This design comes from an exercise in tuning for small area on the open sky130 flow, not from production work. In this exercise RTL edits were held to simulation tests only and were not proved equivalent to the original. Power is estimated from default activity; no workload was simulated.

## run 1
// branch_predictor
module branch_predictor #(
  parameter int WIDTH    = 32,
  parameter int ENTRIES  = 16,
  parameter int CNT_BITS = 2
) (
  input  logic             clk,
  input  logic             rst,
  input  logic [WIDTH-1:0] PCF,
  output logic             PredTakenF,
  output logic [WIDTH-1:0] PredTargetF,
  input  logic             ResolveE,
  input  logic             IsJumpE,
  input  logic             TakenE,
  input  logic [WIDTH-1:0] PCE,
  input  logic [WIDTH-1:0] TargetE,
  input  logic [WIDTH-1:0] PCPlus4E,
  input  logic             PredTakenE,
  input  logic [WIDTH-1:0] PredTargetE,
  input  logic             InvalidateAll,
  output logic             FlushBranch,
  output logic [WIDTH-1:0] PCRedirect,
  output logic [31:0]      BranchCount,
  output logic [31:0]      MispredCount
);
Size in the first run: ~1000 flip-flops, about 300 I/O pins, ~41000 µm² of cells after synthesis.
Settings: LEC_CHECK=0, CAP_MARGIN=5, CORE_MARGIN=2, CORE_UTILIZATION=70, PLACE_DENSITY=0.78, SETUP_SLACK_MARGIN=0.1, SLEW_MARGIN=5; clock period 7.0 ns.
standard.sh (not shown) runs the stock make flow with config.mk's settings and CLKGATE_MAP_FILE= SYNTH_SCRIPT=/design/flow/synth_recipe.tcl, a recipe that flattens the netlist after the stock synthesis.
==> flow/flow/run.sh <==
#!/bin/bash
# Own layout flow: the standard flow (standard.sh), with
#  - synthesis: the standard synthesis script, but ABC maps with an area-oriented
#    script (flow/area.abc); registers are mapped before ABC, so they are the same;
#  - input/output port buffers of the smallest buffer instead of clkdlybuf4s50_1;
#  - CTS with small clock buffers and no dummy loads.
set -euo pipefail
W=$(pwd)
F=$W/flow

sed "s#log_cmd abc {\*}\$abc_args#log_cmd abc -script $F/area.abc {*}[lrange \$abc_args 2 end]#" \
  "$FLOW_HOME/scripts/synth.tcl" > "$W/synth_area.tcl"
grep -q "$F/area.abc" "$W/synth_area.tcl"
sed "s#\$::env(SCRIPTS_DIR)/synth.tcl#$W/synth_area.tcl#" "$W/synth_recipe.tcl" > "$W/synth_recipe_area.tcl"
grep -q "$W/synth_area.tcl" "$W/synth_recipe_area.tcl"

source "$F/knobs.sh"

bash "$W/standard.sh" "SYNTH_SCRIPT=$W/synth_recipe_area.tcl" "${KNOBS[@]}" finish > "$W/standard_finish.log" 2>&1
==> flow/flow/area.abc <==
&get -n
&st
&dch -f
&nf -R 1000
&st
&dch -f
&nf -R 1000
&put
==> flow/flow/knobs.sh <==
KNOBS=(
  "BUFFER_PORTS_ARGS=-buffer_cell sky130_fd_sc_hd__buf_1"
  "CTS_ARGS=-sink_clustering_enable -repair_clock_nets -buf_list sky130_fd_sc_hd__clkbuf_4 -sink_clustering_size 8 -sink_clustering_max_diameter 35 -dont_use_dummy_load"
)
Input-level comparison between run 2 and run 1:
# run 1
export LEC_CHECK = 0
export CAP_MARGIN = 5
export CORE_MARGIN = 2
export CORE_UTILIZATION = 70
export PLACE_DENSITY = 0.78
export SETUP_SLACK_MARGIN = 0.1
export SLEW_MARGIN = 5
create_clock -name core_clock -period 7.0 [get_ports {clk}]
# run 2
export LEC_CHECK = 0
export CAP_MARGIN = 20
export CORE_MARGIN = 2
export CORE_UTILIZATION = 40
export SETUP_SLACK_MARGIN = 0.5
export SLEW_MARGIN = 20
create_clock -name core_clock -period 7.0 [get_ports {clk}]
==> flow/run.sh (new file) <==
#!/bin/bash
# synth_recipe.tcl (not shown) runs the flow's synth.tcl, then flattens the netlist and writes it again
# the make line also repeats each setting of config.mk as NAME=value (left out here)
make -C /OpenROAD-flow-scripts/flow DESIGN_CONFIG=/design/flow/config.mk WORK_HOME=/design/flow/orfs CLKGATE_MAP_FILE= SYNTH_SCRIPT=/design/flow/synth_recipe.tcl finish
removed: flow/flow/run.sh
removed: flow/flow/area.abc
removed: flow/flow/knobs.sh
removed: flow/standard.sh
==> results.txt <==
Comparing run 1 and run 2, the higher fmax was measured on run 2.
In the flow results for run 1 and run 2, the number of resized instances in the post-cts repair step is larger on run 2.
In the flow results for run 1 and run 2, the area overhead of the layout relative to synthesis is larger on run 2.
Final cell area: run 2 above run 1
Re area share of buffers outside the clock network: run 2 is 3.7 points up on run 1.
The final reports for run 2 and run 1 show critical path depth lower in the former.
Where detailed-route via count is concerned, run 1 is better than run 2.
Relative to run 2, the following input files were edited for run 3:
# run 2
export LEC_CHECK = 0
export CAP_MARGIN = 20
export CORE_MARGIN = 2
export CORE_UTILIZATION = 40
export SETUP_SLACK_MARGIN = 0.5
export SLEW_MARGIN = 20
create_clock -name core_clock -period 7.0 [get_ports {clk}]
# run 3
export LEC_CHECK = 0
export CAP_MARGIN = 20
export CORE_MARGIN = 2
export CORE_UTILIZATION = 65
export PLACE_DENSITY = 0.72
export SETUP_SLACK_MARGIN = 0.1
export SLEW_MARGIN = 20
create_clock -name core_clock -period 7.0 [get_ports {clk}]
==> flow/flow/run.sh (new file) <==
#!/bin/bash
# Own layout flow: the standard flow (standard.sh), with
#  - synthesis: the standard synthesis script, but ABC maps with an area-oriented
#    script (flow/area.abc); registers are mapped before ABC, so they are the same;
#  - input/output port buffers of the smallest buffer instead of clkdlybuf4s50_1;
#  - CTS with small clock buffers and no dummy loads.
set -euo pipefail
W=$(pwd)
F=$W/flow

sed "s#log_cmd abc {\*}\$abc_args#log_cmd abc -script $F/area.abc {*}[lrange \$abc_args 2 end]#" \
  "$FLOW_HOME/scripts/synth.tcl" > "$W/synth_area.tcl"
grep -q "$F/area.abc" "$W/synth_area.tcl"
sed "s#\$::env(SCRIPTS_DIR)/synth.tcl#$W/synth_area.tcl#" "$W/synth_recipe.tcl" > "$W/synth_recipe_area.tcl"
grep -q "$W/synth_area.tcl" "$W/synth_recipe_area.tcl"

source "$F/knobs.sh"

bash "$W/standard.sh" "SYNTH_SCRIPT=$W/synth_recipe_area.tcl" "${KNOBS[@]}" finish > "$W/standard_finish.log" 2>&1
==> flow/flow/area.abc (new file) <==
&get -n
&st
&dch -f
&nf -R 1000
&st
&dch -f
&nf -R 1000
&put
==> flow/flow/knobs.sh (new file) <==
KNOBS=(
  "BUFFER_PORTS_ARGS=-buffer_cell sky130_fd_sc_hd__buf_1"
  "CTS_ARGS=-sink_clustering_enable -repair_clock_nets -buf_list sky130_fd_sc_hd__clkbuf_4 -sink_clustering_size 10 -sink_clustering_max_diameter 40 -dont_use_dummy_load"
)
==> flow/standard.sh (new file) <==
#!/bin/bash
# synth_recipe.tcl (not shown) runs the flow's synth.tcl, then flattens the netlist and writes it again
# the make line also repeats each setting of config.mk as NAME=value (left out here)
make -C /OpenROAD-flow-scripts/flow DESIGN_CONFIG=/design/flow/config.mk WORK_HOME=/design/flow/orfs CLKGATE_MAP_FILE= SYNTH_SCRIPT=/design/flow/synth_recipe.tcl "${@:-finish}"
removed: flow/run.sh
Findings:
- [run 3 vs run 2] met2 demand-to-capacity share in global routing: higher in run 3
- Changes observed in run 3 relative to run 2: cell count after synthesis lost 501, global-route wire length before repair now sits lower, row count saw a decrease, overall power after layout dropped 3.5 mW.
- Clock network fraction of design power ends up higher on run 2.
For run 4, these inputs were changed with respect to run 3:
# run 3
export LEC_CHECK = 0
export CAP_MARGIN = 20
export CORE_MARGIN = 2
export CORE_UTILIZATION = 65
export PLACE_DENSITY = 0.72
export SETUP_SLACK_MARGIN = 0.1
export SLEW_MARGIN = 20
create_clock -name core_clock -period 7.0 [get_ports {clk}]
# run 4
export LEC_CHECK = 0
export CAP_MARGIN = 20
export CORE_MARGIN = 2
export CORE_UTILIZATION = 70
export PLACE_DENSITY = 0.78
export SETUP_SLACK_MARGIN = 0.1
export SLEW_MARGIN = 20
create_clock -name core_clock -period 7.0 [get_ports {clk}]
Notes after the runs:
- Number of tap cells inserted (lower): run 4
- Comparing run 3 and run 4, the higher met3 layer usage reported by global route was measured on run 4.
- Summary — global-route usage, run 4 relative to run 3: higher, by 3.1 points.
- sky130_fd_sc_hd__nor2_2 as the slowest library cell on the worst path was reported by run 3, and sky130_fd_sc_hd__nor3_4 by run 4.
- Routability-driven placement congestion ratio went up slightly going from run 3 to run 4.
- Run 3 → run 4: smallest setup slack after layout went up by 0.055 ns; worst-skew pair later-pin latency went down by 0.05 ns; maximum frequency went up by about 0.8%.
- Routed length on met1 for run 4: 4.3% down relative to run 3

[re-timing with driven ports]
The flow's constraints put no driver on any port. The routed layouts listed below were extracted and timed again, unchanged, in two steps. Step 1 (the two cells are an assumption about what drives the block):
set clk [get_ports {clk}]
set_driving_cell -lib_cell sky130_fd_sc_hd__clkbuf_16 $clk
set_driving_cell -lib_cell sky130_fd_sc_hd__buf_2 [delete_from_list [all_inputs] $clk]
Step 2 times the ports against the registers' clock, not the clock port: input delays grow and output delays shrink by t, the midpoint of the rising clock arrivals with the driver on. Three values: ideal, step 1, step 2; two values: the first two.
run	t (ns)	slack for setup (ns)	pins driven straight from the clock port
run 1	1.090	0.157 / 0.076 / 0.076	1
run 2	0.788	0.367 / 0.312 / 0.312	1
run 3	1.075	0.128 / 0.080 / 0.080	1
run 4	1.052	0.183 / 0.106 / 0.106	1
After both steps setup and hold are still met in every run listed. For run 1, which loses most, drivers alone change the setup slack by -0.081 ns; drivers and shift together by -0.081 ns.
